Source: an optimization exercise on an open RTL-to-GDS flow (aim: small area). Production flows keep margins and buffers that such runs may drop. Only simulation tests tie the RTL to the original design; equivalence was not proved. Power is estimated from default activity; no workload was simulated.

File: flow/design.v
`timescale 1ns/1ps
package ahb_cfg_pkg;
	localparam int DATA_W     = 32;    
	localparam int NUM_SLAVES = 4;
	localparam int CFG_LAST   = 8;     
	localparam int CFG_AW     = $clog2(CFG_LAST + 1);
	localparam logic [2:0] MAX_HSIZE = 3'd2;
	localparam logic [NUM_SLAVES*DATA_W-1:0] RESET_BASE = {
		32'h8c00_0000,
		32'h8800_0000,
		32'h8400_0000,
		32'h8000_0000
	};
	localparam logic [NUM_SLAVES*DATA_W-1:0] RESET_SIZE = {NUM_SLAVES{32'h0000_03ff}};
	localparam logic [1:0] IDLE   = 2'b00;
	localparam logic [1:0] BUSY   = 2'b01;
	localparam logic [1:0] NONSEQ = 2'b10;
	localparam logic [1:0] SEQ    = 2'b11;
	localparam logic [1:0] OKAY  = 2'b00;
	localparam logic [1:0] ERROR = 2'b10;
	localparam logic [1:0] RESP_OK        = 2'd0;
	localparam logic [1:0] RESP_ERR_FIRST = 2'd1;
	localparam logic [1:0] RESP_ERR_LAST  = 2'd2;
endpackage
`timescale 1ns/1ps
module ahb_config_bridge
(
	input  logic        Hclk,
	input  logic        Hresetn,
	input  logic [1:0]  Htrans,
	input  logic [2:0]  Hsize,
	input  logic        Hwrite,
	input  logic [31:0] Haddr,
	input  logic [31:0] Hwdata,
	input  logic        Hreadyin,
	input  logic        Hreadyout_in,
	output logic [1:0]  Hresp,
	output logic        Hreadyout,
	output logic [3:0]  Pselx_out,
	output logic        valid,
	output logic [31:0] config_reg_data
);
	localparam logic [127:0] RESET_BASE = ahb_cfg_pkg::RESET_BASE;
	localparam logic [127:0] RESET_SIZE = ahb_cfg_pkg::RESET_SIZE;
	logic       err_first;     
	logic       err_last;      
	logic       error_flag;
	logic [1:0] prev_trans;    
	logic [1:0] last_size;     
	logic       last_write;
	logic [3:0] wr_code;       
	logic       ready;         
	logic busy, active, cfg_hit, accept;
	assign busy    = err_first | err_last;
	assign active  = Htrans[1];
	assign cfg_hit = (Haddr[31:4] == 28'd0) && (!Haddr[3] || (Haddr[2:0] == 3'd0));
	assign accept  = Hreadyin && active && !busy;
	logic oversize, misaligned, seq_after_idle, burst_change;
	assign oversize       = Hsize[2] || (Hsize[1] && Hsize[0]);
	assign misaligned     = !cfg_hit && ((Hsize[0] && Haddr[0]) || (Hsize[1] && (Haddr[1] || Haddr[0])));
	assign seq_after_idle = (Htrans == 2'b11) && (prev_trans == 2'b00);
	assign burst_change   = (Htrans == 2'b11) && (prev_trans == 2'b10) &&
		((Hsize[1:0] != last_size) || (Hwrite != last_write));
	always_ff @(posedge Hclk or negedge Hresetn)
	begin
		if (!Hresetn)
		begin
			err_first  <= 1'b0;
			err_last   <= 1'b0;
			error_flag <= 1'b0;
			prev_trans <= 2'b00;
			wr_code    <= 4'd0;
			ready      <= 1'b0;
		end
		else
		begin
			ready      <= 1'b1;
			err_first  <= !busy && error_flag;
			err_last   <= err_first;
			error_flag <= accept && (oversize || misaligned || seq_after_idle || burst_change);
			if (Hreadyin)
				prev_trans <= Htrans;
			if (Hreadyin || error_flag)
				wr_code <= (accept && cfg_hit && Hwrite) ? Haddr[3:0] : 4'd0;
		end
	end
	assign Hresp     = {busy, 1'b0};
	assign Hreadyout = !err_first && (err_last || (active && Hwrite && cfg_hit) || Hreadyout_in);
	assign valid     = accept && !(Hwrite && cfg_hit);
	always_ff @(posedge Hclk)
	begin
		if (accept)
		begin
			last_size  <= {Hsize[2] | Hsize[1], Hsize[2] | Hsize[0]};
			last_write <= Hwrite;
		end
	end
	logic        wr_go;
	logic [31:0] nq   [1:8];
	logic [31:0] rv   [1:8];    
	assign wr_go = Hreadyin && !error_flag && !busy;
	genvar w;
	generate
		for (w = 1; w <= 8; w++)
		begin : g_word
			if (w % 2 == 1)
				assign rv[w] = RESET_BASE[(w/2)*32 +: 32];
			else
				assign rv[w] = RESET_SIZE[(w/2-1)*32 +: 32];
			always_ff @(posedge Hclk)
			begin
				if (!ready || (wr_go && wr_code == 4'(w)))
					nq[w] <= ready ? ~Hwdata : ~rv[w];
			end
		end
	endgenerate
	genvar k, i;
	generate
		for (k = 0; k < 4; k++)
		begin : g_win
			logic [31:0] nb, ns, smn;
			logic [32:0] kn, cn, ge;
			assign nb = nq[2*k+1];
			assign ns = nq[2*k+2];
			assign kn[0] = 1'b1;
			assign cn[0] = 1'b1;
			assign ge[0] = 1'b1;
			for (i = 0; i < 32; i++)
			begin : g_bit
				assign smn[i]  = nb[i] ^ ns[i] ^ Haddr[i];
				assign kn[i+1] = (nb[i] & ns[i]) | (nb[i] & Haddr[i]) | (ns[i] & Haddr[i]);
				assign cn[i+1] = (smn[i] & kn[i]) | ((smn[i] | kn[i]) & cn[i]);
				assign ge[i+1] = (Haddr[i] & nb[i]) | ((Haddr[i] | nb[i]) & ge[i]);
			end
			assign Pselx_out[k] = ready ? (!(kn[32] && cn[32]) && ge[32]) :
				((Haddr[31:10] == RESET_BASE[k*32+10 +: 22]) && (Haddr[9:0] != 10'h3ff));
		end
	endgenerate
	logic        rd_en;
	logic [8:1]  rsel;         
	logic [8:1]  csel;         
	logic [31:0] rd_word;
	assign rd_en = accept && cfg_hit && !Hwrite;
	always_comb
	begin
		rd_word = '0;
		for (int j = 1; j <= 8; j++)
		begin
			rsel[j] = rd_en && ready && (Haddr[3:0] == 4'(j));
			csel[j] = rd_en && !ready && (Haddr[3:0] == 4'(j));
			rd_word = rd_word | ({32{rsel[j]}} & ~nq[j]) | ({32{csel[j]}} & rv[j]);
		end
	end
	always_ff @(posedge Hclk or negedge Hresetn)
	begin
		if (!Hresetn)
			config_reg_data <= '0;
		else
			config_reg_data <= rd_word;
	end
endmodule
File: flow/flow/run.sh
#!/bin/bash
# Layout flow: the standard ORFS flow (standard.sh) with three changes:
#  - synthesis is the standard flow's script (synth_recipe.tcl, so synth -nofsm -noshare, flatten and the
#    renames are unchanged), but ABC maps the logic with flow/area.abc; flip-flops are mapped
#    by dfflibmap before ABC runs, so the registers are those of the standard synthesis
#  - every input and output port still gets a buffer, of the cell in PORT_BUF
#  - CTS uses clkbuf_8 with small sink clusters and no dummy loads
# Each tool's output is in flow.log and in ORFS's per-step logs under orfs/logs.
set -euo pipefail
W=$(pwd)
F=$W/flow
PORT_BUF=${PORT_BUF:-sky130_fd_sc_hd__buf_1}

sed 's#^  log_cmd abc {\*}\$abc_args#  set abc_args [lreplace $abc_args 1 1 '"$F"'/area.abc]\n  log_cmd abc {*}$abc_args#' \
	"$FLOW_HOME/scripts/synth.tcl" > "$W/my_synth.tcl"
grep -q 'area.abc' "$W/my_synth.tcl"
sed 's#source $::env(SCRIPTS_DIR)/synth.tcl#source '"$W"'/my_synth.tcl#' "$W/synth_recipe.tcl" > "$W/my_synth_recipe.tcl"
grep -q 'my_synth.tcl' "$W/my_synth_recipe.tcl"
sed 's#SYNTH_SCRIPT=[^ ]*#SYNTH_SCRIPT='"$W"'/my_synth_recipe.tcl#' "$W/standard.sh" > "$W/my_standard.sh"
grep -q 'my_synth_recipe.tcl' "$W/my_standard.sh"

export BUFFER_PORTS_ARGS="-buffer_cell $PORT_BUF"
export CTS_ARGS="-sink_clustering_enable -repair_clock_nets -dont_use_dummy_load -buf_list {sky130_fd_sc_hd__clkbuf_8} -sink_clustering_size 16 -sink_clustering_max_diameter 50"

bash "$W/my_standard.sh" > "$W/flow.log" 2>&1
File: flow/flow/area.abc
&get -n
&st
&syn2
&dch
&nf -a -R 1000
&st
&syn2
&dch
&nf -a -R 1000
&put
topo
stime -c
File: flow/standard.sh
#!/bin/bash
# synth_recipe.tcl (not shown) runs the flow's synth.tcl, then flattens the netlist and writes it again
# the make line also repeats each setting of config.mk as NAME=value (left out here)
make -C /OpenROAD-flow-scripts/flow DESIGN_CONFIG=/design/flow/config.mk WORK_HOME=/design/flow/orfs CLKGATE_MAP_FILE= SYNTH_SCRIPT=/design/flow/synth_recipe.tcl "${@:-finish}"
File: flow/config.mk
export PLATFORM = sky130hd
export DESIGN_NAME = ahb_config_bridge
export DESIGN_NICKNAME = ahb_config_bridge
export VERILOG_FILES = /design/flow/design.v
export SDC_FILE = /design/flow/constraint.sdc
export NUM_CORES = 4
export LEC_CHECK = 0
export CAP_MARGIN = 20
export CORE_MARGIN = 2
export CORE_UTILIZATION = 70
export SLEW_MARGIN = 20
File: flow/constraint.sdc
create_clock -name core_clock -period 10.0 [get_ports {Hclk}]
set_input_delay 2.0000 -clock core_clock [delete_from_list [all_inputs] [get_ports {Hclk}]]
set_output_delay 2.0000 -clock core_clock [all_outputs]
set_load 0.01 [all_outputs]
==> impl_metrics.env, run 1 <==
export IMPL_synth_compound_area_share_pct=20.1
export IMPL_synthMuxAreaShare_pct=0.286
export IMPL_critPathMaxFanout=14
export IMPL_postCtsHoldBufs=0
export IMPL_drtIter0Drc=1963
export IMPL_num_antenna_cells=0
export IMPL_design_core_area_um2=22000
export IMPL_synth_seq_cells=301
export IMPL_dpl_cell_count=1583
export IMPL_grt_max_degree=48
export IMPL_synth_cell_types=39
export IMPL_avgRoutedWirePerCell_um=29.4
export IMPL_ant_nets=0
export IMPL_power_density_nw_per_um2=143
export IMPL_cts_buffer_depth=3
export IMPL_grt_usage_pct=40.8
export IMPL_slew_limit_headroom_pct=21.5
export IMPL_grt_pass1_vias=12500
export IMPL_synthCells=1171
export IMPL_fill_cells=1384
export IMPL_fp_dieW_um=154
export IMPL_grt_overflow=0
export IMPL_cp_slowest_cell="fa_1"
export IMPL_status="timing/DRC/antenna clean"
export IMPL_worstMarginPinSlew_ns=1.18
export IMPL_clkTransAtPathRegs_ns=0.08
export IMPL_rsz0062_at_grt="false"
export IMPL_max_cap_violations=0
export IMPL_synth_fp_nets=1369
export IMPL_slew_violations=0
export IMPL_critPathLaunchType="input port"
export IMPL_syn_area_per_cell_um2=13.4
export IMPL_crit_type="input port to primary output"
export IMPL_peakVddDrop_mv=0.139
export IMPL_period_share_pct=95.3
export IMPL_rows=54
export IMPL_yosysWarnings=3
export IMPL_cp_arrival_ns=7.53
export IMPL_vias=12600
export IMPL_drive_above_1_share_pct=5.09
export IMPL_layout_commonest_cell="edfxtp_1"
export IMPL_skew_ns=0.0286
export IMPL_fmax_mhz=105
export IMPL_synth_xor_xnor_area_share_pct=0.167
export IMPL_clock_latency_ns=0.61
export IMPL_cts_sinks=301
export IMPL_cts_tree="done"
export IMPL_setup_tns_ns=0
export IMPL_synth_simple_gate_area_share_pct=6.85
export IMPL_hold_path_class="register to register"
export IMPL_die_h_um=154
export IMPL_synth_top_family_by_area="compound AO/OA/AOI/OAI gates"
export IMPL_layout_nets=1535
export IMPL_io_buffers=112
export IMPL_hpwl_um=31200
export IMPL_grt_first_pass_wirelength_um=72600
export IMPL_yosysSeqAreaShare_pct=56.1
export IMPL_routabilityCongestion=0.954
export IMPL_setup_worst_path_end_class="primary output"
export IMPL_initial_core_util_pct=71.7
export IMPL_drt_drc_violations_left=0
export IMPL_die_area_um2=23700
export IMPL_required_ns=8.00
export IMPL_postPlaceCellArea_um2=16800
export IMPL_io_pins=114
export IMPL_antenna_found_initial=0
export IMPL_setup_viol=0
export IMPL_ctsHtreeMaxLevel=1
export IMPL_path_common_cell="o21ai_0"
export IMPL_wirelength_um=47400
export IMPL_hold_violations=0
export IMPL_drt_pass1_iterations=6
export IMPL_stdcell_count=1615
export IMPL_layout_common_cells="edfxtp_1, o22ai_1, fa_1"
export IMPL_post_route_min_period_ns=9.53
export IMPL_cpPeakStageDelay_ns=0.48
export IMPL_leakagePower_uw=0.00544
export IMPL_synthAdderAreaFrac_pct=16.0
export IMPL_netlist_area_um2=15700
export IMPL_final_cell_area_um2=17200
export IMPL_clockRootBuffer="clkbuf_8"
export IMPL_cts_buffers=29
export IMPL_vias_per_cell=7.80
export IMPL_syn2layout_area_growth_pct=9.20
routing by layer:
layer / global-route usage, % / wire length [um] / vias to the layer above
li1: - / - / 5134
met2: 60.0 / 20900 / 1186
met1: 59.2 / 17200 / 6069
met4: 16.2 / 2240 / 0
met5: 0 / 0 / -
met3: 11.2 / 7150 / 208
cells by family after synthesis:
group / after synthesis
compound gates: 475
xor+xnor: 3
fa+ha+maj: 127
buf+inv: 18
flops: 301
mux: 3
other cells: 2
simple gates: 242
repair_timing:
item                       in CTS  in global routing
setup endpoints to repair       0                  2
resized for setup               0                  4
buffers inserted                0                  2
power breakdown:
group	internal (uW)	switching [uW]
combinational	130	220
clock	257	388
sequential	1420	49.0
critical path, delay by kind of cell:
| family | cells | cell delay, ns |
|---|---|---|
| compound gates | 24 | 4.16 |
| simple gates | 2 | 0.19 |
| buf+inv | 4 | 0.68 |
| fa+ha+maj | 1 | 0.48 |
synthesized netlist by cell type:
master	n	area, um2
or4_1	13	97.6
nand2_1	107	402
nor4b_1	1	8.76
or2_0	3	18.8
a211oi_1	2	15.0
nor2b_1	15	93.8
fa_1	124	2480
nor2_1	69	259
nor3b_1	1	7.51
nor4_1	6	37.5
o41ai_1	1	8.76
o211ai_1	3	22.5
a222oi_1	2	20.0
nand4b_1	1	8.76
mux2_1	2	22.5
maj3_1	3	30.0
nor3_1	4	20.0
o31ai_1	3	22.5
conb_1	2	7.51
o21ai_0	67	335
a22oi_1	68	510
nand3_1	11	55.1
mux4_2	1	22.5
o221ai_1	44	385
nand4_1	4	25.0
dfrtp_1	42	1050
and3_1	1	6.26
clkinv_1	16	60.1
a2111oi_0	1	8.76
o22ai_1	192	1200
a21oi_1	46	230
o22a_1	2	17.5
nand2b_1	4	25.0
a22o_1	4	35.0
xnor2_1	3	26.3
buf_4	2	15.0
edfxtp_1	259	7780
and2_0	2	12.5
a221oi_1	40	350
final timing paths:
check / from / endpoint / slack (ns) / depth (start not counted)
worst min register to register: err_first / err_last / 0.41 / 0
worst min-delay path: err_first / err_last / 0.41 / 0
worst max-delay path: Haddr[2] / Pselx_out[2] / 0.47 / 31
max in group asynchronous: Hresetn / ready / 7.95 / 2
min in group asynchronous: Hresetn / config_reg_data[4] / 1.53 / 2
worst max register to register: err_last / config_reg_data[3] / 6.03 / 9
sequential cells by signal, summed over array words and instances, names as in the netlist:
name             count
last_size            2
nq                 256
error_flag           1
ready                1
prev_trans           2
wr_code              4
config_reg_data     32
last_write           1
err_last             1
err_first            1
final cells by class:
| type | instances | area (um2) | share of cell area (%) |
|---|---|---|---|
| Tap cell | 280 | 350 | 2.04 |
| Multi-Input combinational cell | 852 | 6930 | 40.3 |
| Inverter | 16 | 63.8 | 0.371 |
| Clock buffer | 29 | 399 | 2.32 |
| Sequential cell | 301 | 8830 | 51.4 |
| Timing Repair Buffer | 137 | 612 | 3.56 |
metrics by stage:
stage	total power, uW	setup WS (ns)	utilization, %	hold WS, ns
after floorplan	1680	2.16	-	0.375
after global placement	1820	0.721	76.3	0.381
after detailed placement	1830	0.595	76.3	0.390
after CTS	2450	0.536	78.1	0.406
after global routing	2530	0.0540	78.3	0.427
final	2460	0.466	78.3	0.406
==> inputs of run 2 (changes only) <==
--- a/flow/config.mk
+++ b/flow/config.mk
@@ -7,5 +7,5 @@
 export LEC_CHECK = 0
 export CAP_MARGIN = 20
 export CORE_MARGIN = 2
-export CORE_UTILIZATION = 70
+export CORE_UTILIZATION = 60
 export SLEW_MARGIN = 20
==> impl_metrics.env, run 2 <==
export IMPL_status="timing/DRC/antenna clean"
export IMPL_synth_top_family_by_area="compound AO/OA/AOI/OAI gates"
export IMPL_die_h_um=166
export IMPL_postCtsHoldBufs=0
export IMPL_setup_worst_path_end_class="primary output"
export IMPL_layout_nets=1533
export IMPL_hold_violations=0
export IMPL_netlist_area_leader_share_pct=49.4
export IMPL_cts_sinks=301
export IMPL_synthMuxAreaShare_pct=0.286
export IMPL_ctsResizeCount=0
export IMPL_cp_slowest_cell="fa_1"
export IMPL_p_int_uw=1810
export IMPL_routabilityCongestion=0.920
export IMPL_reg2reg_from="ready"
export IMPL_syn2layout_area_growth_pct=9.57
export IMPL_drt_pass1_iterations=6
export IMPL_combPwrFrac_pct=14.0
export IMPL_worstMarginPinSlew_ns=1.08
export IMPL_met3_length_um=6090
export IMPL_critPathLaunchType="input port"
export IMPL_m1WireLength_um=19100
export IMPL_vias=12200
export IMPL_drive_above_1_share_pct=4.73
export IMPL_vias_per_cell=7.28
export IMPL_power_density_nw_per_um2=143
export IMPL_yosysSeqAreaShare_pct=56.1
export IMPL_synth_cell_types=39
export IMPL_cts_buffer_depth=3
export IMPL_cp_arrival_ns=7.46
export IMPL_synth_simple_gate_area_share_pct=6.85
export IMPL_top_layer="met4"
export IMPL_clkTransAtPathRegs_ns=0.10
export IMPL_netlist_area_um2=15700
export IMPL_yosys_area_top_type="edfxtp_1"
export IMPL_ant_nets=0
export IMPL_stdcell_count=1670
export IMPL_wl_met2_um=21200
export IMPL_cpPeakStageDelay_ns=0.55
export IMPL_largest_register_ffs=256
export IMPL_grt_first_pass_wirelength_um=73200
export IMPL_setup_viol=0
export IMPL_post_route_min_period_ns=9.46
export IMPL_critPathMaxFanout=19
export IMPL_drt_drc_violations_left=0
export IMPL_switching_share_pct=26.3
export IMPL_clock_latency_ns=0.62
export IMPL_max_cap_violations=0
export IMPL_antenna_found_initial=2
export IMPL_synthArstFlopShare_pct=14.0
export IMPL_io_buffers=112
export IMPL_setup_tns_ns=0
export IMPL_synth_fp_nets=1369
export IMPL_leakagePower_uw=0.00543
export IMPL_synth_top_cells_by_count="edfxtp_1, o22ai_1, fa_1"
export IMPL_slew_violations=0
export IMPL_power_switching_uw=647
export IMPL_ctsHtreeMaxLevel=1
export IMPL_synthAdderAreaFrac_pct=16.0
export IMPL_layout_commonest_cell="edfxtp_1"
export IMPL_synth_xor_xnor_area_share_pct=0.167
export IMPL_skew_ns=0.0588
export IMPL_grt_pass1_vias=11900
export IMPL_fill_cells=1913
export IMPL_clockRootBuffer="clkbuf_8"
export IMPL_top_regs="nq: 256 flops, config_reg_data: 32 flops, wr_code: 4 flops"
export IMPL_required_ns=8.00
export IMPL_hold_path_class="register to register"
export IMPL_yosysWarnings=3
export IMPL_syn_area_per_cell_um2=13.4
export IMPL_period_share_pct=94.6
export IMPL_clkPwrFrac_pct=26.3
export IMPL_path_common_cell="o21ai_0"
export IMPL_grt_max_degree=54
export IMPL_drtIter0Drc=1978
export IMPL_p_seq_share_pct=59.7
export IMPL_avgRoutedWirePerCell_um=28.8
export IMPL_cts_buffers=30
export IMPL_postCtsSetupRepairBufs=0
export IMPL_synth_area_top_cells="edfxtp_1, fa_1, o22ai_1, dfrtp_1, a22oi_1"
export IMPL_die_area_um2=27500
export IMPL_wirelength_um=48200
export IMPL_cp_startpoint="Haddr[2]"
export IMPL_design_core_area_um2=25900
export IMPL_grt_usage_pct=35.3
export IMPL_slew_limit_headroom_pct=27.8
export IMPL_synth_edff_count=259
export IMPL_rsz0062_at_grt="false"
export IMPL_total_power_uw=2460
export IMPL_cts_tree="done"
export IMPL_synth_seq_cells=301
export IMPL_dpl_cell_count=1638
export IMPL_synth_compound_area_share_pct=20.1
export IMPL_rows=59
export IMPL_hpwl_um=32000
export IMPL_synthCells=1171
export IMPL_layout_common_cells="edfxtp_1, o22ai_1, fa_1"
export IMPL_fp_dieW_um=166
export IMPL_min_delay_start="err_first"
export IMPL_peakVddDrop_mv=0.138
export IMPL_largest_register="nq"
export IMPL_fmax_mhz=106
export IMPL_crit_type="input port to primary output"
export IMPL_synthFlopType="edfxtp_1"
export IMPL_io_pins=114
export IMPL_grt_overflow=0
export IMPL_initial_core_util_pct=60.7
export IMPL_synth_most_common_cell="edfxtp_1"
[run 2: cell counts after synthesis]
Identical to the previous run, type by type.
[run 2: final timing paths]
kind | cells past startpoint | slack [ns] | endpoint
worst max-delay path | 31 | 0.54 | Pselx_out[1]
worst min-delay path | 0 | 0.39 | err_last
worst max register to register | 8 | 5.86 | config_reg_data[12]
worst min register to register | 0 | 0.39 | err_last
max in group asynchronous | 2 | 7.93 | ready
min in group asynchronous | 2 | 1.50 | prev_trans[1]
[run 2: power groups by stage]
stage | combinational (uW) | sequential [uW] | clock (uW)
global placement | 329 | 1490 | 0
detailed placement | 333 | 1490 | 0
global route | 379 | 1470 | 699
floorplan | 194 | 1480 | 0
CTS | 336 | 1470 | 655
finish | 344 | 1470 | 647
[run 2: critical path, delay by kind of cell]
family,cells,cell delay [ns]
AOI/OAI and AO/OA,24,4.02
adders and majority gates,1,0.55
buffers and inverters,4,0.58
and+or+nand+nor,2,0.29
[run 2: through the flow]
step	setup slack [ns]	instance area, um2	hold slack (ns)	utilization [%]
finish	0.536	17200	0.387	66.5
global route	0.138	17200	0.399	66.5
global placement	0.847	16800	0.379	64.9
detailed placement	0.844	16800	0.385	64.9
CTS	0.763	17200	0.385	66.5
floorplan	2.16	15700	0.375	-
[run 2: routing by layer]
metal | up-vias | GRT usage [%]
li1 | 5130 | -
met1 | 5933 | 52.7
met2 | 946 | 52.4
met3 | 156 | 7.70
met4 | 0 | 11.8
met5 | - | 0
[run 2: layout make-up]
cell class / count / area [um2] / share of cell area, %
diodes: 2 / 5.00 / 0.0290
clock buffers: 30 / 413 / 2.39
inverters: 16 / 60.1 / 0.348
multi-input cells: 852 / 6930 / 40.2
flip-flops and latches: 301 / 8830 / 51.2
well taps: 335 / 419 / 2.43
repair buffers: 134 / 587 / 3.40
[run 2: logic make-up after synthesis]
family / after synthesis
xor gates and xnor gates: 3
and+or+nand+nor: 242
AOI/OAI and AO/OA: 475
DFF: 301
muxes: 3
adders and majority gates: 127
buffers and inverters: 18
other: 2
==> inputs of run 3 (changes only) <==
--- a/flow/flow/run.sh
+++ b/flow/flow/run.sh
@@ -20,6 +20,6 @@
 grep -q 'my_synth_recipe.tcl' "$W/my_standard.sh"
 
 export BUFFER_PORTS_ARGS="-buffer_cell $PORT_BUF"
-export CTS_ARGS="-sink_clustering_enable -repair_clock_nets -dont_use_dummy_load -buf_list {sky130_fd_sc_hd__clkbuf_8} -sink_clustering_size 16 -sink_clustering_max_diameter 50"
+export CTS_ARGS="-sink_clustering_enable -repair_clock_nets -dont_use_dummy_load -buf_list {sky130_fd_sc_hd__clkbuf_8} -sink_clustering_size 16 -sink_clustering_max_diameter 60 -sink_clustering_levels 1"
 
 bash "$W/my_standard.sh" > "$W/flow.log" 2>&1
==> impl_metrics.env, run 3 <==
export IMPL_netlist_area_leader_share_pct=49.4
export IMPL_total_power_uw=2430
export IMPL_post_route_min_period_ns=9.42
export IMPL_grt_pass1_vias=11800
export IMPL_required_ns=8.00
export IMPL_synth_area_top_cells="edfxtp_1, fa_1, o22ai_1, dfrtp_1, a22oi_1"
export IMPL_max_cap_violations=0
export IMPL_final_cell_area_um2=17200
export IMPL_ant_nets=0
export IMPL_cts_tree="done"
export IMPL_critPathMaxFanout=19
export IMPL_wirelength_um=48200
export IMPL_io_pins=114
export IMPL_place_ws_ns=0.844
export IMPL_layout_nets=1529
export IMPL_rows=59
export IMPL_syn2layout_area_growth_pct=9.22
export IMPL_avgRoutedWirePerCell_um=28.9
export IMPL_fmax_mhz=106
export IMPL_cp_arrival_ns=7.42
export IMPL_top_regs="nq: 256 flops, config_reg_data: 32 flops, wr_code: 4 flops"
export IMPL_yosys_area_top_type="edfxtp_1"
export IMPL_leakagePower_uw=0.00540
export IMPL_synth_top_cells_by_count="edfxtp_1, o22ai_1, fa_1"
export IMPL_layout_commonest_cell="edfxtp_1"
export IMPL_yosysWarnings=3
export IMPL_cpPeakStageDelay_ns=0.55
export IMPL_vias=12200
export IMPL_path_common_cell="o21ai_0"
export IMPL_vias_per_cell=7.33
export IMPL_stdcell_count=1666
export IMPL_synth_seq_cells=301
export IMPL_hold_violations=0
export IMPL_antenna_found_initial=2
export IMPL_die_area_um2=27500
export IMPL_synthArstFlopShare_pct=14.0
export IMPL_largest_register="nq"
export IMPL_synth_most_common_cell="edfxtp_1"
export IMPL_hold_path_class="register to register"
export IMPL_clockRootBuffer="clkbuf_8"
export IMPL_setup_viol=0
export IMPL_drt_pass1_iterations=6
export IMPL_critical_path_top_delay_family="compound AO/OA/AOI/OAI gates"
export IMPL_synth_cell_types=39
export IMPL_cts_sinks=301
export IMPL_clock_latency_ns=0.60
export IMPL_worst_path_buf_inv=4
export IMPL_postCtsSetupRepairBufs=0
export IMPL_largest_register_ffs=256
export IMPL_postCtsHoldBufs=0
export IMPL_syn_area_per_cell_um2=13.4
export IMPL_ctsResizeCount=0
export IMPL_synth_edff_count=259
export IMPL_die_h_um=166
export IMPL_design_core_area_um2=25900
export IMPL_critPathLaunchType="input port"
export IMPL_fp_dieW_um=166
export IMPL_synthFlopType="edfxtp_1"
export IMPL_io_buffers=112
export IMPL_grt_max_degree=54
export IMPL_postPlaceCellArea_um2=16800
export IMPL_drtIter0Drc=1906
export IMPL_setup_ws_ns=0.578
export IMPL_crit_type="input port to primary output"
export IMPL_grt_overflow=0
export IMPL_status="timing/DRC/antenna clean"
export IMPL_ctsHtreeMaxLevel=1
export IMPL_drive_above_1_share_pct=4.44
export IMPL_synth_fp_nets=1369
export IMPL_cts_buffer_depth=3
export IMPL_dpl_cell_count=1638
export IMPL_yosysSeqAreaShare_pct=56.1
export IMPL_hpwl_um=32000
export IMPL_routabilityCongestion=0.920
export IMPL_slew_limit_headroom_pct=30.2
export IMPL_clkTransAtPathRegs_ns=0.10
export IMPL_worstMarginPinSlew_ns=1.04
export IMPL_cts_buffers=26
export IMPL_skew_ns=0.0454
export IMPL_netlist_area_um2=15700
export IMPL_setup_worst_path_end_class="primary output"
export IMPL_cp_slowest_cell="fa_1"
export IMPL_drt_drc_violations_left=0
export IMPL_initial_core_util_pct=60.7
export IMPL_setup_tns_ns=0
export IMPL_fill_cells=1917
export IMPL_grt_usage_pct=35.4
export IMPL_synthCells=1171
export IMPL_grt_first_pass_wirelength_um=73300
export IMPL_power_density_nw_per_um2=141
export IMPL_period_share_pct=94.2
export IMPL_rsz0062_at_grt="false"
export IMPL_slew_violations=0
export IMPL_peakVddDrop_mv=0.121
export IMPL_layout_common_cells="edfxtp_1, o22ai_1, fa_1"
## run 3: cell counts after synthesis
Identical to the previous run, type by type.
## run 3: where the power goes
group / internal, uW / total (uW) / switching [uW]
sequential: 1420 / 1470 / 49.1
clock: 231 / 615 / 383
combinational: 128 / 344 / 215
total: 1780 / 2430 / 648
## run 3: kinds of logic after synthesis
| group | after synthesis | share of synthesized area (%) |
|---|---|---|
| and+or+nand+nor | 242 | 6.85 |
| adders and majority gates | 127 | 16.0 |
| other | 2 | 0.0477 |
| AOI/OAI and AO/OA | 475 | 20.1 |
| DFF | 301 | 56.1 |
| muxes | 3 | 0.286 |
| buffers and inverters | 18 | 0.477 |
| xor gates and xnor gates | 3 | 0.167 |
## run 3: worst reg2reg max path, cell delays in order (launching register included)
cell,delay [ns]
dfrtp_4,0.70
buf_4,0.69
nand3_1,0.29
nor3b_1,0.72
nand3_1,0.76
buf_4,0.53
o22ai_1,0.21
nor2_1,0.07
nand2_1,0.15
## run 3: stage by stage
stage / hold WS, ns / utilization (%)
2_1_floorplan: 0.375 / -
3_3_place_gp: 0.379 / 64.9
3_5_place_dp: 0.385 / 64.9
4_1_cts: 0.409 / 66.3
5_1_grt: 0.426 / 66.3
6_report: 0.407 / 66.3
## run 3: final timing paths
check | startpoint | end | slack, ns | cells past startpoint
min in group asynchronous | Hresetn | prev_trans[1] | 1.52 | 2
hold / removal | err_first | err_last | 0.41 | 0
max in group asynchronous | Hresetn | ready | 7.92 | 2
setup / recovery | Haddr[2] | Pselx_out[1] | 0.58 | 31
hold reg to reg | err_first | err_last | 0.41 | 0
setup reg to reg | ready | config_reg_data[12] | 5.80 | 8
## run 3: routing by layer
layer,track usage (%),vias to the layer above,routed length (um)
met5,0,-,0
met4,11.9,0,1780
met3,7.77,141,6170
met2,52.7,962,21300
met1,52.7,5976,18900
li1,-,5126,-
## run 3: layout make-up
cell class | instances | area [um2] | share of cell area, %
timing repair buffer | 134 | 587 | 3.41
tap | 335 | 419 | 2.44
clock buffer | 26 | 358 | 2.08
sequential | 301 | 8830 | 51.4
inverter | 16 | 60.1 | 0.349
multi-input combinational | 852 | 6930 | 40.3
antenna | 2 | 5.00 | 0.0291
==> inputs of run 4 (changes only) <==
--- a/flow/config.mk
+++ b/flow/config.mk
@@ -5,7 +5,7 @@
 export SDC_FILE = /design/flow/constraint.sdc
 export NUM_CORES = 4
 export LEC_CHECK = 0
-export CAP_MARGIN = 20
+export CAP_MARGIN = 10
 export CORE_MARGIN = 2
 export CORE_UTILIZATION = 60
-export SLEW_MARGIN = 20
+export SLEW_MARGIN = 10
==> impl_metrics.env, run 4 <==
export IMPL_layout_common_cells="edfxtp_1, o22ai_1, fa_1"
export IMPL_grt_pass1_vias=11800
export IMPL_io_pins=114
export IMPL_fmax_mhz=106
export IMPL_vias=12200
export IMPL_cpPeakStageDelay_ns=0.55
export IMPL_cp_startpoint="Haddr[2]"
export IMPL_status="timing/DRC/antenna clean"
export IMPL_synthCells=1171
export IMPL_synth_area_top_cells="edfxtp_1, fa_1, o22ai_1, dfrtp_1, a22oi_1"
export IMPL_wirelength_um=48200
export IMPL_hold_path_class="register to register"
export IMPL_rows=59
export IMPL_multiInputGateArea_um2=6930
export IMPL_antenna_found_initial=2
export IMPL_worstMarginPinSlew_ns=1.04
export IMPL_postCtsSetupRepairBufs=0
export IMPL_fp_dieW_um=166
export IMPL_die_h_um=166
export IMPL_final_cell_area_um2=17200
export IMPL_path_common_cell="o21ai_0"
export IMPL_syn_area_per_cell_um2=13.4
export IMPL_die_area_um2=27500
export IMPL_ctsHtreeMaxLevel=1
export IMPL_yosysSeqAreaShare_pct=56.1
export IMPL_synthFlopType="edfxtp_1"
export IMPL_io_buffers=112
export IMPL_required_ns=8.00
export IMPL_fill_cells=1917
export IMPL_m1WireLength_um=18900
export IMPL_p_seq_share_pct=60.5
export IMPL_power_switching_uw=648
export IMPL_synth_top_cells_by_count="edfxtp_1, o22ai_1, fa_1"
export IMPL_critPathLaunchType="input port"
export IMPL_routabilityCongestion=0.920
export IMPL_yosys_area_top_type="edfxtp_1"
export IMPL_ant_nets=0
export IMPL_period_share_pct=94.2
export IMPL_clock_latency_ns=0.60
export IMPL_switching_share_pct=26.7
export IMPL_reg2reg_from="ready"
export IMPL_largest_register_ffs=256
export IMPL_synth_fp_nets=1369
export IMPL_cts_buffers=26
export IMPL_synth_most_common_cell="edfxtp_1"
export IMPL_netlist_area_um2=15700
export IMPL_grt_max_degree=54
export IMPL_crit_type="input port to primary output"
export IMPL_layout_commonest_cell="edfxtp_1"
export IMPL_leakagePower_uw=0.00540
export IMPL_slew_limit_headroom_pct=30.2
export IMPL_design_core_area_um2=25900
export IMPL_postPlaceCellArea_um2=16800
export IMPL_netlist_area_leader_share_pct=49.4
export IMPL_synthArstFlopShare_pct=14.0
export IMPL_avgRoutedWirePerCell_um=28.9
export IMPL_cp_slowest_cell="fa_1"
export IMPL_grt_usage_pct=35.4
export IMPL_seqCellArea_um2=8830
export IMPL_skew_ns=0.0454
export IMPL_hpwl_um=32000
export IMPL_grt_first_pass_wirelength_um=73300
export IMPL_combPwrFrac_pct=14.2
export IMPL_layout_nets=1529
export IMPL_power_density_nw_per_um2=141
export IMPL_cts_sinks=301
export IMPL_ctsResizeCount=0
export IMPL_rsz0062_at_grt="false"
export IMPL_setup_tns_ns=0
export IMPL_cts_tree="done"
export IMPL_top_regs="nq: 256 flops, config_reg_data: 32 flops, wr_code: 4 flops"
export IMPL_synth_seq_cells=301
export IMPL_drt_pass1_iterations=6
export IMPL_yosysWarnings=3
export IMPL_synth_cell_types=39
export IMPL_clockRootBuffer="clkbuf_8"
export IMPL_setup_worst_path_end_class="primary output"
export IMPL_clkPwrFrac_pct=25.3
export IMPL_cts_buffer_depth=3
export IMPL_post_route_min_period_ns=9.42
export IMPL_postCtsHoldBufs=0
export IMPL_rrSetupSlack_ns=5.80
export IMPL_cp_arrival_ns=7.42
export IMPL_critPathMaxFanout=19
export IMPL_vias_per_cell=7.33
export IMPL_drtIter0Drc=1906
export IMPL_hold_violations=0
export IMPL_min_delay_start="err_first"
export IMPL_slew_violations=0
export IMPL_largest_register="nq"
export IMPL_p_int_uw=1780
export IMPL_grt_overflow=0
export IMPL_synth_edff_count=259
export IMPL_syn2layout_area_growth_pct=9.22
export IMPL_drt_drc_violations_left=0
export IMPL_max_cap_violations=0
export IMPL_drive_above_1_share_pct=4.44
export IMPL_peakVddDrop_mv=0.121
export IMPL_met3_length_um=6170
export IMPL_initial_core_util_pct=60.7
export IMPL_clkTransAtPathRegs_ns=0.10
export IMPL_top_layer="met4"
export IMPL_setup_viol=0
export IMPL_wl_met2_um=21300
run 4: final cells by class:
| cell class | instances | area share (%) |
|---|---|---|
| well taps | 335 | 2.44 |
| multi-input cells | 852 | 40.3 |
| repair buffers | 134 | 3.41 |
| flip-flops and latches | 301 | 51.4 |
| clock buffers | 26 | 2.08 |
| diodes | 2 | 0.0291 |
| inverters | 16 | 0.349 |
run 4: worst max-delay path, delay by kind of cell:
kind                     cells  cell delay, ns
AND/OR/NAND/NOR              2            0.29
adder cells (fa/ha/maj)      1            0.55
buffers and inverters        4            0.58
AO/OA/AOI/OAI               24            4.01
run 4: final timing paths:
kind,end,cells after the start
worst max-delay path,Pselx_out[1],31
max in group asynchronous,ready,2
worst min-delay path,err_last,0
worst max register to register,config_reg_data[12],8
worst min register to register,err_last,0
min in group asynchronous,prev_trans[1],2
run 4: through the flow:
stage	worst slack [ns]	total power, uW	hold WS [ns]	cells	util (%)
3_3_place_gp	0.847	1820	0.379	1638	64.9
3_5_place_dp	0.844	1830	0.385	1638	64.9
4_1_cts	0.763	2430	0.409	1664	66.3
5_1_grt	0.120	2510	0.426	1665	66.3
2_1_floorplan	2.16	1680	0.375	1171	-
6_report	0.578	2430	0.407	1666	66.3
run 4: power groups by stage:
stage / sequential [uW] / clock, uW / combinational, uW
after CTS: 1470 / 623 / 336
after global placement: 1490 / 0 / 329
after detailed placement: 1490 / 0 / 333
final: 1470 / 615 / 344
after floorplan: 1480 / 0 / 194
after global routing: 1470 / 663 / 379
run 4: logic make-up (layout without fill, tap and decap cells):
logic type / count (synthesis) / count (layout) / synth area share, %
compound gates: 475 / 475 / 20.1
flops: 301 / 301 / 56.1
simple gates: 242 / 242 / 6.85
fa+ha+maj: 127 / 127 / 16.0
buf+inv: 18 / 176 / 0.477
xor+xnor: 3 / 3 / 0.167
mux: 3 / 3 / 0.286
other cells: 2 / 4 / 0.0477
run 4: routing by layer:
layer / vias up / track usage (%)
li1: 5126 / -
met1: 5976 / 52.7
met2: 962 / 52.7
met3: 141 / 7.77
met4: 0 / 11.9
met5: - / 0
==> inputs of run 5 (changes only) <==
--- a/flow/config.mk
+++ b/flow/config.mk
@@ -5,7 +5,7 @@
 export SDC_FILE = /design/flow/constraint.sdc
 export NUM_CORES = 4
 export LEC_CHECK = 0
-export CAP_MARGIN = 10
+export CAP_MARGIN = 20
 export CORE_MARGIN = 2
-export CORE_UTILIZATION = 60
-export SLEW_MARGIN = 10
+export CORE_UTILIZATION = 50
+export SLEW_MARGIN = 20
==> impl_metrics.env, run 5 <==
export IMPL_status="timing/DRC/antenna clean"
export IMPL_largest_register_ffs=256
export IMPL_design_core_area_um2=30800
export IMPL_crit_type="input port to primary output"
export IMPL_yosysWarnings=3
export IMPL_slew_limit_headroom_pct=34.4
export IMPL_clockRootBuffer="clkbuf_8"
export IMPL_drt_pass1_iterations=6
export IMPL_peakVddDrop_mv=0.114
export IMPL_top_regs="nq: 256 flops, config_reg_data: 32 flops, wr_code: 4 flops"
export IMPL_routabilityCongestion=0.931
export IMPL_hold_violations=0
export IMPL_period_share_pct=95.7
export IMPL_largest_register="nq"
export IMPL_io_buffers=112
export IMPL_cp_arrival_ns=7.57
export IMPL_p_seq_share_pct=60.1
export IMPL_synthFlopType="edfxtp_1"
export IMPL_synth_fp_nets=1369
export IMPL_ctsResizeCount=0
export IMPL_cts_tree="done"
export IMPL_combPwrFrac_pct=14.3
export IMPL_post_route_min_period_ns=9.57
export IMPL_syn_area_per_cell_um2=13.4
export IMPL_syn2layout_area_growth_pct=10.1
export IMPL_synth_area_top_cells="edfxtp_1, fa_1, o22ai_1, dfrtp_1, a22oi_1"
export IMPL_cpPeakStageDelay_ns=0.55
export IMPL_fill_cells=2571
export IMPL_path_common_cell="o21ai_0"
export IMPL_clkTransAtPathRegs_ns=0.08
export IMPL_drt_drc_violations_left=0
export IMPL_clock_latency_ns=0.62
export IMPL_io_pins=114
export IMPL_finish_utilization_pct=56.2
export IMPL_worstMarginPinSlew_ns=0.984
export IMPL_grt_usage_pct=30.5
export IMPL_slew_violations=0
export IMPL_postCtsSetupRepairBufs=0
export IMPL_grt_pass1_vias=11600
export IMPL_avgRoutedWirePerCell_um=28.8
export IMPL_required_ns=8.00
export IMPL_postPlaceCellArea_um2=17000
export IMPL_grt_max_degree=43
export IMPL_netlist_area_um2=15700
export IMPL_drtIter0Drc=1640
export IMPL_vias=12000
export IMPL_synthCells=1171
export IMPL_drive_above_1_share_pct=5.08
export IMPL_grt_first_pass_wirelength_um=74500
export IMPL_synth_top_cells_by_count="edfxtp_1, o22ai_1, fa_1"
export IMPL_final_cell_area_um2=17300
export IMPL_cp_slowest_cell="fa_1"
export IMPL_rsz0062_at_grt="false"
export IMPL_synth_most_common_cell="edfxtp_1"
export IMPL_max_cap_violations=0
export IMPL_hpwl_um=34100
export IMPL_synth_edff_count=259
export IMPL_critPathLaunchType="input port"
export IMPL_clkPwrFrac_pct=25.6
export IMPL_ant_nets=0
export IMPL_setup_tns_ns=0
export IMPL_setup_worst_path_end_class="primary output"
export IMPL_cts_buffer_depth=3
export IMPL_synth_cell_types=39
export IMPL_wirelength_um=50000
export IMPL_power_density_nw_per_um2=141
export IMPL_cts_buffers=27
export IMPL_skew_ns=0.0568
export IMPL_netlist_area_leader_share_pct=49.4
export IMPL_antenna_found_initial=1
export IMPL_postCtsHoldBufs=0
export IMPL_hold_path_class="register to register"
export IMPL_ctsHtreeMaxLevel=1
export IMPL_fp_dieW_um=181
export IMPL_vias_per_cell=6.92
export IMPL_num_antenna_cells=0
export IMPL_initial_core_util_pct=51.0
export IMPL_synth_seq_cells=301
export IMPL_yosys_area_top_type="edfxtp_1"
export IMPL_fmax_mhz=104
export IMPL_layout_nets=1538
export IMPL_cts_sinks=301
export IMPL_die_h_um=181
export IMPL_critPathMaxFanout=13
export IMPL_power_switching_uw=652
export IMPL_layout_commonest_cell="edfxtp_1"
export IMPL_yosysSeqAreaShare_pct=56.1
export IMPL_rows=64
export IMPL_synthArstFlopShare_pct=14.0
export IMPL_switching_share_pct=26.7
export IMPL_leakagePower_uw=0.00544
export IMPL_grt_overflow=0
export IMPL_p_int_uw=1790
export IMPL_die_area_um2=32900
export IMPL_layout_common_cells="edfxtp_1, o22ai_1, fa_1"
export IMPL_setup_viol=0
[run 5: cell families after synthesis]
| family | share of synthesized area, % |
|---|---|
| flops | 56.1 |
| other cells | 0.0477 |
| compound gates | 20.1 |
| simple gates | 6.85 |
| mux | 0.286 |
| fa+ha+maj | 16.0 |
| buf+inv | 0.477 |
| xor+xnor | 0.167 |
[run 5: worst max-delay path: cells and delay by family]
family	cells	cell delay [ns]
buffers and inverters	4	0.68
adders and majority gates	1	0.55
AOI/OAI and AO/OA	24	4.03
and+or+nand+nor	2	0.31
[run 5: power by group through the flow]
stage | Combinational, uW | Sequential, uW | Clock [uW]
after floorplan | 194 | 1480 | 0
after global placement | 338 | 1490 | 0
after detailed placement | 340 | 1490 | 0
after CTS | 344 | 1470 | 638
after global routing | 387 | 1470 | 679
final | 349 | 1470 | 624
[run 5: routing by layer]
layer | up-vias | wire length [um] | GRT usage (%)
met5 | - | 16 | 0
met1 | 6019 | 21700 | 47.2
li1 | 5134 | - | -
met4 | 2 | 1080 | 7.19
met3 | 98 | 5240 | 5.84
met2 | 754 | 22000 | 45.0
[run 5: path summary, 6_finish.rpt]
check / startpoint / to / slack, ns / cells after the start
worst max-delay path: Haddr[2] / Pselx_out[1] / 0.43 / 31
worst min-delay path: err_first / err_last / 0.42 / 0
worst max register to register: ready / config_reg_data[31] / 6.06 / 7
worst min register to register: err_first / err_last / 0.42 / 0
max in group asynchronous: Hresetn / ready / 7.93 / 2
min in group asynchronous: Hresetn / config_reg_data[1] / 1.52 / 2
[run 5: stage by stage]
stage          cells  hold slack (ns)  total power [uW]  setup WS (ns)
6_report        1734            0.416              2440          0.430
5_1_grt         1734            0.448              2540         0.0299
4_1_cts         1733            0.425              2450          0.663
3_5_place_dp    1706            0.408              1830          0.716
3_3_place_gp    1706            0.382              1830          0.694
2_1_floorplan   1171            0.375              1680           2.16
[run 5: cell type report]
class / count / area (um2) / share of cell area [%]
sequential: 301 / 8830 / 51.0
multi-input combinational: 852 / 6930 / 40.0
timing repair buffer: 142 / 647 / 3.73
tap: 396 / 495 / 2.86
clock buffer: 27 / 372 / 2.14
inverter: 16 / 60.1 / 0.347
==> inputs of run 6 (changes only) <==
--- a/flow/config.mk
+++ b/flow/config.mk
@@ -7,5 +7,6 @@
 export LEC_CHECK = 0
 export CAP_MARGIN = 20
 export CORE_MARGIN = 2
-export CORE_UTILIZATION = 50
+export CORE_UTILIZATION = 60
+export GPL_TIMING_DRIVEN = 0
 export SLEW_MARGIN = 20
==> impl_metrics.env, run 6 <==
export IMPL_ctsHtreeMaxLevel=1
export IMPL_synthFlopType="edfxtp_1"
export IMPL_yosysSeqAreaShare_pct=56.1
export IMPL_setup_viol=0
export IMPL_layout_common_cells="edfxtp_1, o22ai_1, fa_1"
export IMPL_drive_above_1_share_pct=6.47
export IMPL_grt_usage_pct=35.2
export IMPL_clock_latency_ns=0.59
export IMPL_postPlaceCellArea_um2=17200
export IMPL_slew_violations=0
export IMPL_grt_first_pass_wirelength_um=73500
export IMPL_design_core_area_um2=25900
export IMPL_io_buffers=112
export IMPL_clockRootBuffer="clkbuf_8"
export IMPL_cp_arrival_ns=7.57
export IMPL_rsz0062_at_grt="false"
export IMPL_syn_area_per_cell_um2=13.4
export IMPL_setup_worst_path_end_class="primary output"
export IMPL_reg2reg_from="err_first"
export IMPL_power_density_nw_per_um2=140
export IMPL_place_ws_ns=-0.517
export IMPL_rows=59
export IMPL_synthArstFlopShare_pct=14.0
export IMPL_endpoint="Pselx_out[0]"
export IMPL_vias=12200
export IMPL_grt_max_degree=46
export IMPL_grt_overflow=0
export IMPL_clkPwrFrac_pct=25.8
export IMPL_fill_cells=1950
export IMPL_period_share_pct=95.7
export IMPL_path_common_cell="o21ai_0"
export IMPL_critPathMaxFanout=16
export IMPL_status="timing/DRC/antenna clean"
export IMPL_clkTransAtPathRegs_ns=0.07
export IMPL_reg2reg_depth=10
export IMPL_avgRoutedWirePerCell_um=28.6
export IMPL_fp_dieW_um=166
export IMPL_r2r_end="config_reg_data[14]"
export IMPL_stdcell_count=1680
export IMPL_power_switching_uw=655
export IMPL_largest_register="nq"
export IMPL_setup_ws_ns=0.431
export IMPL_yosysWarnings=3
export IMPL_drt_drc_violations_left=0
export IMPL_peakVddDrop_mv=0.113
export IMPL_vias_per_cell=7.29
export IMPL_yosys_area_top_type="edfxtp_1"
export IMPL_drt_pass1_iterations=8
export IMPL_p_seq_share_pct=59.5
export IMPL_die_area_um2=27500
export IMPL_cts_tree="done"
export IMPL_routabilityCongestion=0.877
export IMPL_synthCells=1171
export IMPL_rrSetupSlack_ns=6.04
export IMPL_setup_tns_ns=0
export IMPL_netlist_area_um2=15700
export IMPL_combPwrFrac_pct=14.7
export IMPL_required_ns=8.00
export IMPL_synth_cell_types=39
export IMPL_layout_commonest_cell="edfxtp_1"
export IMPL_initial_core_util_pct=60.7
export IMPL_holdPathStages=0
export IMPL_worstMarginPinSlew_ns=1.17
export IMPL_synth_area_top_cells="edfxtp_1, fa_1, o22ai_1, dfrtp_1, a22oi_1"
export IMPL_synth_most_common_cell="edfxtp_1"
export IMPL_switching_share_pct=26.6
export IMPL_cts_buffer_depth=3
export IMPL_antenna_found_initial=1
export IMPL_cpPeakStageDelay_ns=0.56
export IMPL_p_int_uw=1810
export IMPL_leakagePower_uw=0.00561
export IMPL_synth_seq_cells=301
export IMPL_fmax_mhz=105
export IMPL_skew_ns=0.0524
export IMPL_ant_nets=0
export IMPL_dpl_cell_count=1651
export IMPL_worst_path_buf_inv=3
export IMPL_slew_limit_headroom_pct=21.5
export IMPL_critical_path_top_delay_family="compound AO/OA/AOI/OAI gates"
export IMPL_top_regs="nq: 256 flops, config_reg_data: 32 flops, wr_code: 4 flops"
export IMPL_wirelength_um=48100
export IMPL_grt_pass1_vias=12000
export IMPL_synth_edff_count=259
export IMPL_largest_register_ffs=256
export IMPL_final_cell_area_um2=17600
export IMPL_crit_cells=30
export IMPL_max_cap_violations=0
export IMPL_total_power_uw=2460
export IMPL_netlist_area_leader_share_pct=49.4
export IMPL_drtIter0Drc=1750
export IMPL_critPathLaunchType="input port"
export IMPL_layout_nets=1544
export IMPL_postCtsSetupRepairBufs=0
export IMPL_synth_top_cells_by_count="edfxtp_1, o22ai_1, fa_1"
export IMPL_hpwl_um=34300
export IMPL_die_h_um=166
export IMPL_io_pins=114
export IMPL_hold_path_class="register to register"
export IMPL_hold_violations=0
export IMPL_crit_type="input port to primary output"
export IMPL_cp_startpoint="Haddr[1]"
export IMPL_cts_buffers=28
export IMPL_synth_fp_nets=1369
export IMPL_syn2layout_area_growth_pct=12.0
export IMPL_cts_sinks=301
export IMPL_post_route_min_period_ns=9.57
export IMPL_cp_slowest_cell="fa_1"
[run 6: cell counts after synthesis]
No cell type changed its count.
[run 6: routing by layer]
metal	GRT usage (%)	up-vias	routed length (um)
li1	-	5149	-
met1	53.9	6055	18900
met2	52.0	921	21700
met3	7.20	115	6070
met4	10.2	0	1390
met5	0	-	0
[run 6: timing repair]
action	in CTS	in global routing
gates resized for setup	3	5
gates cloned	0	0
hold buffers	0	0
endpoints found under the setup margin	4	3
[run 6: final cells by class]
type	instances	area [um2]	area share, %
plain buffers	2	15.0	0.0852
well taps	335	419	2.38
diodes	1	2.50	0.0142
repair buffers	145	946	5.37
clock buffers	28	385	2.19
inverters	16	62.6	0.355
flip-flops and latches	301	8830	50.1
multi-input cells	852	6960	39.5
[run 6: power by group through the flow]
stage          clock (uW)  sequential, uW  combinational (uW)
2_1_floorplan           0            1480                 194
4_1_cts               645            1460                 356
3_5_place_dp            0            1490                 352
5_1_grt               693            1470                 400
3_3_place_gp            0            1500                 324
6_report              634            1470                 363
[run 6: kinds of logic (layout without fill, tap and decap cells)]
logic type,after synthesis,in the layout,share of synthesized area [%]
AO/OA/AOI/OAI,475,475,20.1
AND/OR/NAND/NOR,242,242,6.85
other,2,3,0.0477
buffers and inverters,18,191,0.477
adder cells (fa/ha/maj),127,127,16.0
multiplexers,3,3,0.286
XOR/XNOR,3,3,0.167
flip-flops,301,301,56.1
[run 6: worst min path at each step]
stage	start	endpoint	slack (ns)
2_1_floorplan	err_first	err_last	0.38
3_3_place_gp	err_first	err_last	0.39
3_5_place_dp	err_first	err_last	0.40
4_1_cts	err_first	err_last	0.42
5_1_grt	err_first	err_last	0.44
6_report	err_first	err_last	0.42
[run 6: per-stage QoR]
step / hold WS (ns) / util [%]
5_1_grt: 0.442 / 68.0
6_report: 0.421 / 68.0
3_5_place_dp: 0.396 / 66.5
3_3_place_gp: 0.385 / 64.0
4_1_cts: 0.422 / 68.0
2_1_floorplan: 0.375 / -
[run 6: worst reg2reg max path: stages, from the launching register on]
cell      delay (ns)
dfrtp_1         0.39
nor2_1          0.26
nand3_1         0.22
nor2_1          0.37
nand3_1         0.18
nor3b_1         0.98
nand2b_2        0.75
buf_16          0.39
o22ai_1         0.16
nor2_1          0.05
nand2_1         0.11
==> inputs of run 7 (changes only) <==
--- a/flow/config.mk
+++ b/flow/config.mk
@@ -8,5 +8,5 @@
 export CAP_MARGIN = 20
 export CORE_MARGIN = 2
 export CORE_UTILIZATION = 60
-export GPL_TIMING_DRIVEN = 0
+export PLACE_DENSITY = 0.75
 export SLEW_MARGIN = 20
==> impl_metrics.env, run 7 <==
export IMPL_status="timing/DRC/antenna clean"
export IMPL_synth_fp_nets=1369
export IMPL_synth_top_cells_by_count="edfxtp_1, o22ai_1, fa_1"
export IMPL_antenna_found_initial=1
export IMPL_cts_tree="done"
export IMPL_yosys_area_top_type="edfxtp_1"
export IMPL_setup_tns_ns=0
export IMPL_vias_per_cell=7.38
export IMPL_slew_violations=0
export IMPL_drive_above_1_share_pct=4.58
export IMPL_worst_path_buf_inv=4
export IMPL_leakagePower_uw=0.00541
export IMPL_critPathLaunchType="input port"
export IMPL_drt_drc_violations_left=0
export IMPL_hold_path_class="register to register"
export IMPL_design_core_area_um2=25900
export IMPL_fmax_mhz=103
export IMPL_path_common_cell="o21ai_0"
export IMPL_ant_nets=0
export IMPL_crit_cells=31
export IMPL_clkTransAtPathRegs_ns=0.10
export IMPL_io_pins=114
export IMPL_max_cap_violations=0
export IMPL_ctsHtreeMaxLevel=1
export IMPL_io_buffers=112
export IMPL_drt_pass1_iterations=6
export IMPL_layout_nets=1531
export IMPL_clockRootBuffer="clkbuf_8"
export IMPL_whs_ns=0.416
export IMPL_synthArstFlopShare_pct=14.0
export IMPL_grt_pass1_vias=12200
export IMPL_fp_dieW_um=166
export IMPL_synth_seq_cells=301
export IMPL_met3_length_um=5660
export IMPL_m1WireLength_um=18000
export IMPL_largest_register="nq"
export IMPL_rsz0062_at_grt="false"
export IMPL_layout_commonest_cell="edfxtp_1"
export IMPL_avgRoutedWirePerCell_um=28.3
export IMPL_synth_most_common_cell="edfxtp_1"
export IMPL_syn_area_per_cell_um2=13.4
export IMPL_netlist_area_um2=15700
export IMPL_initial_core_util_pct=60.7
export IMPL_synthFlopType="edfxtp_1"
export IMPL_rows=59
export IMPL_routabilityCongestion=0.945
export IMPL_yosysWarnings=3
export IMPL_wl_met2_um=21100
export IMPL_ctsResizeCount=0
export IMPL_skew_ns=0.0481
export IMPL_top_layer="met4"
export IMPL_largest_register_ffs=256
export IMPL_required_ns=8.00
export IMPL_setup_viol=0
export IMPL_power_density_nw_per_um2=141
export IMPL_cp_slowest_cell="buf_1"
export IMPL_yosysSeqAreaShare_pct=56.1
export IMPL_postCtsSetupRepairBufs=0
export IMPL_layout_common_cells="edfxtp_1, o22ai_1, fa_1"
export IMPL_cpPeakStageDelay_ns=0.45
export IMPL_reg2reg_depth=7
export IMPL_synth_edff_count=259
export IMPL_hold_violations=0
export IMPL_cp_arrival_ns=7.68
export IMPL_peakVddDrop_mv=0.132
export IMPL_setup_worst_path_end_class="primary output"
export IMPL_critical_path_top_delay_family="compound AO/OA/AOI/OAI gates"
export IMPL_worstMarginPinSlew_ns=1.08
export IMPL_finish_utilization_pct=66.4
export IMPL_slew_limit_headroom_pct=27.7
export IMPL_cts_buffer_depth=3
export IMPL_post_route_min_period_ns=9.68
export IMPL_cts_sinks=301
export IMPL_grt_overflow=0
export IMPL_hpwl_um=31700
export IMPL_die_h_um=166
export IMPL_period_share_pct=96.8
export IMPL_grt_usage_pct=34.5
export IMPL_holdPathStages=0
export IMPL_postCtsHoldBufs=0
export IMPL_grt_first_pass_wirelength_um=72300
export IMPL_top_regs="nq: 256 flops, config_reg_data: 32 flops, wr_code: 4 flops"
export IMPL_synthCells=1171
export IMPL_wirelength_um=47200
export IMPL_cts_buffers=27
export IMPL_netlist_area_leader_share_pct=49.4
export IMPL_drtIter0Drc=1810
export IMPL_die_area_um2=27500
export IMPL_clock_latency_ns=0.60
export IMPL_crit_type="input port to primary output"
export IMPL_vias=12300
export IMPL_grt_max_degree=44
export IMPL_critPathMaxFanout=11
export IMPL_synth_cell_types=39
export IMPL_synth_area_top_cells="edfxtp_1, fa_1, o22ai_1, dfrtp_1, a22oi_1"
export IMPL_syn2layout_area_growth_pct=9.34
## run 7: final timing paths
| kind | from | end | slack [ns] |
|---|---|---|---|
| worst max-delay path | Haddr[2] | Pselx_out[2] | 0.32 |
| worst min-delay path | err_first | err_last | 0.42 |
| worst max register to register | ready | config_reg_data[27] | 6.02 |
| worst min register to register | err_first | err_last | 0.42 |
| max in group asynchronous | Hresetn | ready | 7.90 |
| min in group asynchronous | Hresetn | config_reg_data[9] | 1.53 |
## run 7: per-layer routing
metal  track usage (%)  vias up
met5                 0        -
met4              14.7        0
met3              7.27      192
met2              51.9     1023
met1              49.6     5960
li1                  -     5124
## run 7: final cells by class
class | count | area (um2)
inverter | 16 | 60.1
antenna | 1 | 2.50
fill | 1935 | 8710
sequential | 301 | 8830
timing repair buffer | 135 | 594
tap | 335 | 419
multi-input combinational | 852 | 6930
clock buffer | 27 | 372
## run 7: cell families (layout without fill, tap and decap cells)
kind of cell	Yosys count	in the layout	share of synthesized area (%)
compound gates	475	475	20.1
xor+xnor	3	3	0.167
fa+ha+maj	127	127	16.0
buf+inv	18	178	0.477
flops	301	301	56.1
mux	3	3	0.286
other cells	2	3	0.0477
simple gates	242	242	6.85
## run 7: per-stage QoR
| step | std cells | total power, uW | setup slack [ns] | instance area (um2) |
|---|---|---|---|---|
| global placement | 1639 | 1820 | 0.733 | 16800 |
| floorplan | 1171 | 1680 | 2.16 | 15700 |
| global route | 1667 | 2520 | 0.0211 | 17200 |
| CTS | 1666 | 2430 | 0.635 | 17200 |
| finish | 1667 | 2430 | 0.316 | 17200 |
| detailed placement | 1639 | 1820 | 0.693 | 16800 |
## run 7: power by group
part | total, uW | leakage [uW] | internal (uW) | switching [uW]
clock | 623 | 0.000194 | 240 | 384
sequential | 1470 | 0.00281 | 1420 | 48.9
combinational | 342 | 0.00241 | 128 | 214
==> inputs of run 8 (changes only) <==
--- a/flow/design.v
+++ b/flow/design.v
@@ -99,6 +99,9 @@
 	logic [31:0] nq   [1:8];
 	logic [31:0] rv   [1:8];    
 	assign wr_go = Hreadyin && !error_flag && !busy;
+	logic [31:0] wd_rv0, wd_rv1;
+	assign wd_rv0 = ~(Hwdata & {32{ready}});
+	assign wd_rv1 = ~Hwdata & {32{ready}};
 	genvar w;
 	generate
 		for (w = 1; w <= 8; w++)
@@ -110,7 +113,7 @@
 			always_ff @(posedge Hclk)
 			begin
 				if (!ready || (wr_go && wr_code == 4'(w)))
-					nq[w] <= ready ? ~Hwdata : ~rv[w];
+					nq[w] <= (rv[w] & wd_rv1) | (~rv[w] & wd_rv0);
 			end
 		end
 	endgenerate
==> flow/flow/area.abc (replaced) <==
&get -n
&st
&syn3
&dch
&nf -a -R 1000
&put
topo
stime -c
--- a/flow/config.mk
+++ b/flow/config.mk
@@ -8,5 +8,4 @@
 export CAP_MARGIN = 20
 export CORE_MARGIN = 2
 export CORE_UTILIZATION = 60
-export PLACE_DENSITY = 0.75
 export SLEW_MARGIN = 20
==> impl_metrics.env, run 8 <==
export IMPL_setup_ws_ns=0.877
export IMPL_cp_startpoint="Haddr[1]"
export IMPL_grt_usage_pct=35.3
export IMPL_clockRootBuffer="clkbuf_8"
export IMPL_antenna_found_initial=0
export IMPL_critPathMaxFanout=5
export IMPL_clkTransAtPathRegs_ns=0.10
export IMPL_yosys_area_top_type="edfxtp_1"
export IMPL_ctsHtreeMaxLevel=1
export IMPL_largest_register_ffs=256
export IMPL_path_common_cell="a21oi_1"
export IMPL_grt_first_pass_wirelength_um=70700
export IMPL_synth_fp_nets=1334
export IMPL_leakagePower_uw=0.00540
export IMPL_syn_area_per_cell_um2=13.8
export IMPL_cts_buffer_depth=3
export IMPL_layout_nets=1502
export IMPL_ctsResizeCount=0
export IMPL_die_area_um2=27400
export IMPL_rows=59
export IMPL_grt_pass1_vias=11800
export IMPL_synthArstFlopShare_pct=14.0
export IMPL_vias_per_cell=7.32
export IMPL_largest_register="nq"
export IMPL_hpwl_um=30800
export IMPL_rrSetupSlack_ns=6.42
export IMPL_synth_seq_cells=301
export IMPL_required_ns=8.00
export IMPL_cp_slowest_cell="fa_1"
export IMPL_clock_latency_ns=0.61
export IMPL_postCtsSetupRepairBufs=0
export IMPL_die_h_um=166
export IMPL_critical_path_top_delay_family="compound AO/OA/AOI/OAI gates"
export IMPL_drt_drc_violations_left=0
export IMPL_netlist_area_um2=15700
export IMPL_synth_most_common_cell="edfxtp_1"
export IMPL_drt_pass1_iterations=5
export IMPL_max_cap_violations=0
export IMPL_cpPeakStageDelay_ns=0.61
export IMPL_worst_path_buf_inv=3
export IMPL_place_ws_ns=1.06
export IMPL_dpl_cell_count=1610
export IMPL_layout_commonest_cell="edfxtp_1"
export IMPL_synth_area_top_cells="edfxtp_1, fa_1, o22ai_1, dfrtp_1, a22oi_1"
export IMPL_drtIter0Drc=1636
export IMPL_hold_violations=0
export IMPL_initial_core_util_pct=60.6
export IMPL_min_delay_start="err_first"
export IMPL_io_pins=114
export IMPL_drive_above_1_share_pct=5.07
export IMPL_vias=12000
export IMPL_setup_worst_path_end_class="primary output"
export IMPL_synth_cell_types=42
export IMPL_ant_nets=0
export IMPL_wirelength_um=47100
export IMPL_r2r_end="config_reg_data[22]"
export IMPL_skew_ns=0.0448
export IMPL_critPathLaunchType="input port"
export IMPL_worstMarginPinSlew_ns=1.07
export IMPL_design_core_area_um2=25800
export IMPL_status="timing/DRC/antenna clean"
export IMPL_cts_sinks=301
export IMPL_reg2reg_from="err_first"
export IMPL_setup_viol=0
export IMPL_period_share_pct=91.2
export IMPL_synth_edff_count=259
export IMPL_rsz0062_at_grt="false"
export IMPL_postCtsHoldBufs=0
export IMPL_min_to="err_last"
export IMPL_layout_common_cells="edfxtp_1, o22ai_1, fa_1"
export IMPL_slew_violations=0
export IMPL_setup_tns_ns=0
export IMPL_stdcell_count=1637
export IMPL_crit_type="input port to primary output"
export IMPL_yosysSeqAreaShare_pct=56.4
export IMPL_top_regs="nq: 256 flops, config_reg_data: 32 flops, wr_code: 4 flops"
export IMPL_routabilityCongestion=0.890
export IMPL_holdPathStages=0
export IMPL_avgRoutedWirePerCell_um=28.8
export IMPL_power_density_nw_per_um2=142
export IMPL_cp_arrival_ns=7.12
export IMPL_reg2reg_depth=12
export IMPL_synth_top_cells_by_count="edfxtp_1, o22ai_1, fa_1"
export IMPL_fp_dieW_um=166
export IMPL_cts_tree="done"
export IMPL_hold_path_class="register to register"
export IMPL_yosysWarnings=3
export IMPL_fill_cells=1972
export IMPL_syn2layout_area_growth_pct=9.60
export IMPL_slew_limit_headroom_pct=28.3
export IMPL_peakVddDrop_mv=0.138
export IMPL_num_antenna_cells=0
export IMPL_synthCells=1136
export IMPL_grt_overflow=0
export IMPL_synthFlopType="edfxtp_1"
export IMPL_fmax_mhz=110
export IMPL_netlist_area_leader_share_pct=49.7
export IMPL_cts_buffers=27
export IMPL_grt_max_degree=57
export IMPL_post_route_min_period_ns=9.12
export IMPL_io_buffers=112
## run 8: cell count changes after synthesis, moves of 6 or more
cell / delta
a221o_1: +6
a22oi_1: +7
nand2_1: -35
nor2_1: -15
o21ai_0: -18
o221ai_1: +8
o22ai_1: +7
## run 8: layout make-up
type / count / area (um2) / area share [%]
Sequential cell: 301 / 8830 / 51.5
Multi-Input combinational cell: 813 / 6820 / 39.8
Timing Repair Buffer: 141 / 639 / 3.73
Tap cell: 335 / 419 / 2.44
Clock buffer: 27 / 372 / 2.17
Inverter: 20 / 75.1 / 0.438
## run 8: logic make-up after synthesis
kind of cell	count (synthesis)	share of synthesized area, %
AOI/OAI and AO/OA	487	21.0
DFF	301	56.4
and+or+nand+nor	195	5.82
adders and majority gates	124	15.9
buffers and inverters	22	0.575
xor gates and xnor gates	3	0.168
other	2	0.0480
muxes	2	0.144
## run 8: where the power goes
part | switching (uW) | leakage, uW | internal, uW | total (uW)
Sequential | 45.1 | 0.00281 | 1420 | 1460
Combinational | 217 | 0.00240 | 133 | 350
Clock | 389 | 0.000194 | 239 | 629
## run 8: worst max path at each step
stage,to,slack (ns),cells after the start
6_report,Pselx_out[1],0.88,28
5_1_grt,Pselx_out[0],0.55,27
4_1_cts,Pselx_out[1],0.96,28
3_5_place_dp,Pselx_out[1],1.06,28
3_3_place_gp,Pselx_out[1],1.05,28
2_1_floorplan,Pselx_out[2],2.32,26
## run 8: metal layers
metal | share of wire (%) | GRT usage [%] | wire length [um] | vias to the layer above
met1 | 39 | 50.2 | 18300 | 5921
met4 | 3.6 | 12.2 | 1700 | 0
met5 | 0 | 0 | 0 | -
met2 | 47 | 55.3 | 21900 | 855
met3 | 11 | 6.62 | 5160 | 148
li1 | - | - | - | 5056
## run 8: per-stage QoR
stage	power, uW	instance area, um2	util [%]	hold WS [ns]
after floorplan	1680	15700	-	0.375
after global placement	1820	16800	65.0	0.399
after detailed placement	1830	16800	65.0	0.400
after CTS	2440	17200	66.4	0.475
after global routing	2530	17200	66.4	0.507
final	2440	17200	66.4	0.474

## afterwards: timing with drivers on the ports
The results above use ideal ports. As a check the final layouts listed here were re-extracted and re-timed, cells and wires unchanged. Step 1, drivers: a clkbuf_16 drives Hclk and a buf_2 each remaining input, both assumed. Step 2 moves the port delays by t, midway between the first and last clock arrival at a register: inputs arrive t later, outputs are due t later. That takes back most of the time a late clock gives input paths. Three values: ideal, step 1, step 2; two values: the first two.
| run | t (ns) | setup slack, ns | slew at the worst register clock pin (ns) | worst data-port slew with drivers (ns) |
|---|---|---|---|---|
| run 1 | 0.635 | 0.466 / 0.436 / 0.436 | 0.09 / 0.09 | 0.06 |
| run 2 | 0.635 | 0.536 / 0.516 / 0.516 | 0.10 / 0.10 | 0.07 |
| run 3 | 0.622 | 0.578 / 0.558 / 0.558 | 0.10 / 0.10 | 0.07 |
| run 4 | 0.622 | 0.578 / 0.558 / 0.558 | 0.10 / 0.10 | 0.07 |
| run 5 | 0.641 | 0.430 / 0.410 / 0.410 | 0.10 / 0.10 | 0.09 |
| run 6 | 0.617 | 0.431 / 0.389 / 0.389 | 0.11 / 0.11 | 0.07 |
| run 7 | 0.627 | 0.316 / 0.291 / 0.291 | 0.10 / 0.10 | 0.07 |
| run 8 | 0.635 | 0.877 / 0.844 / 0.844 | 0.10 / 0.10 | 0.04 |
After both steps setup and hold are still met in every run listed. For run 6, which loses most, drivers alone change the setup slack by -0.042 ns; drivers and shift together by -0.042 ns.
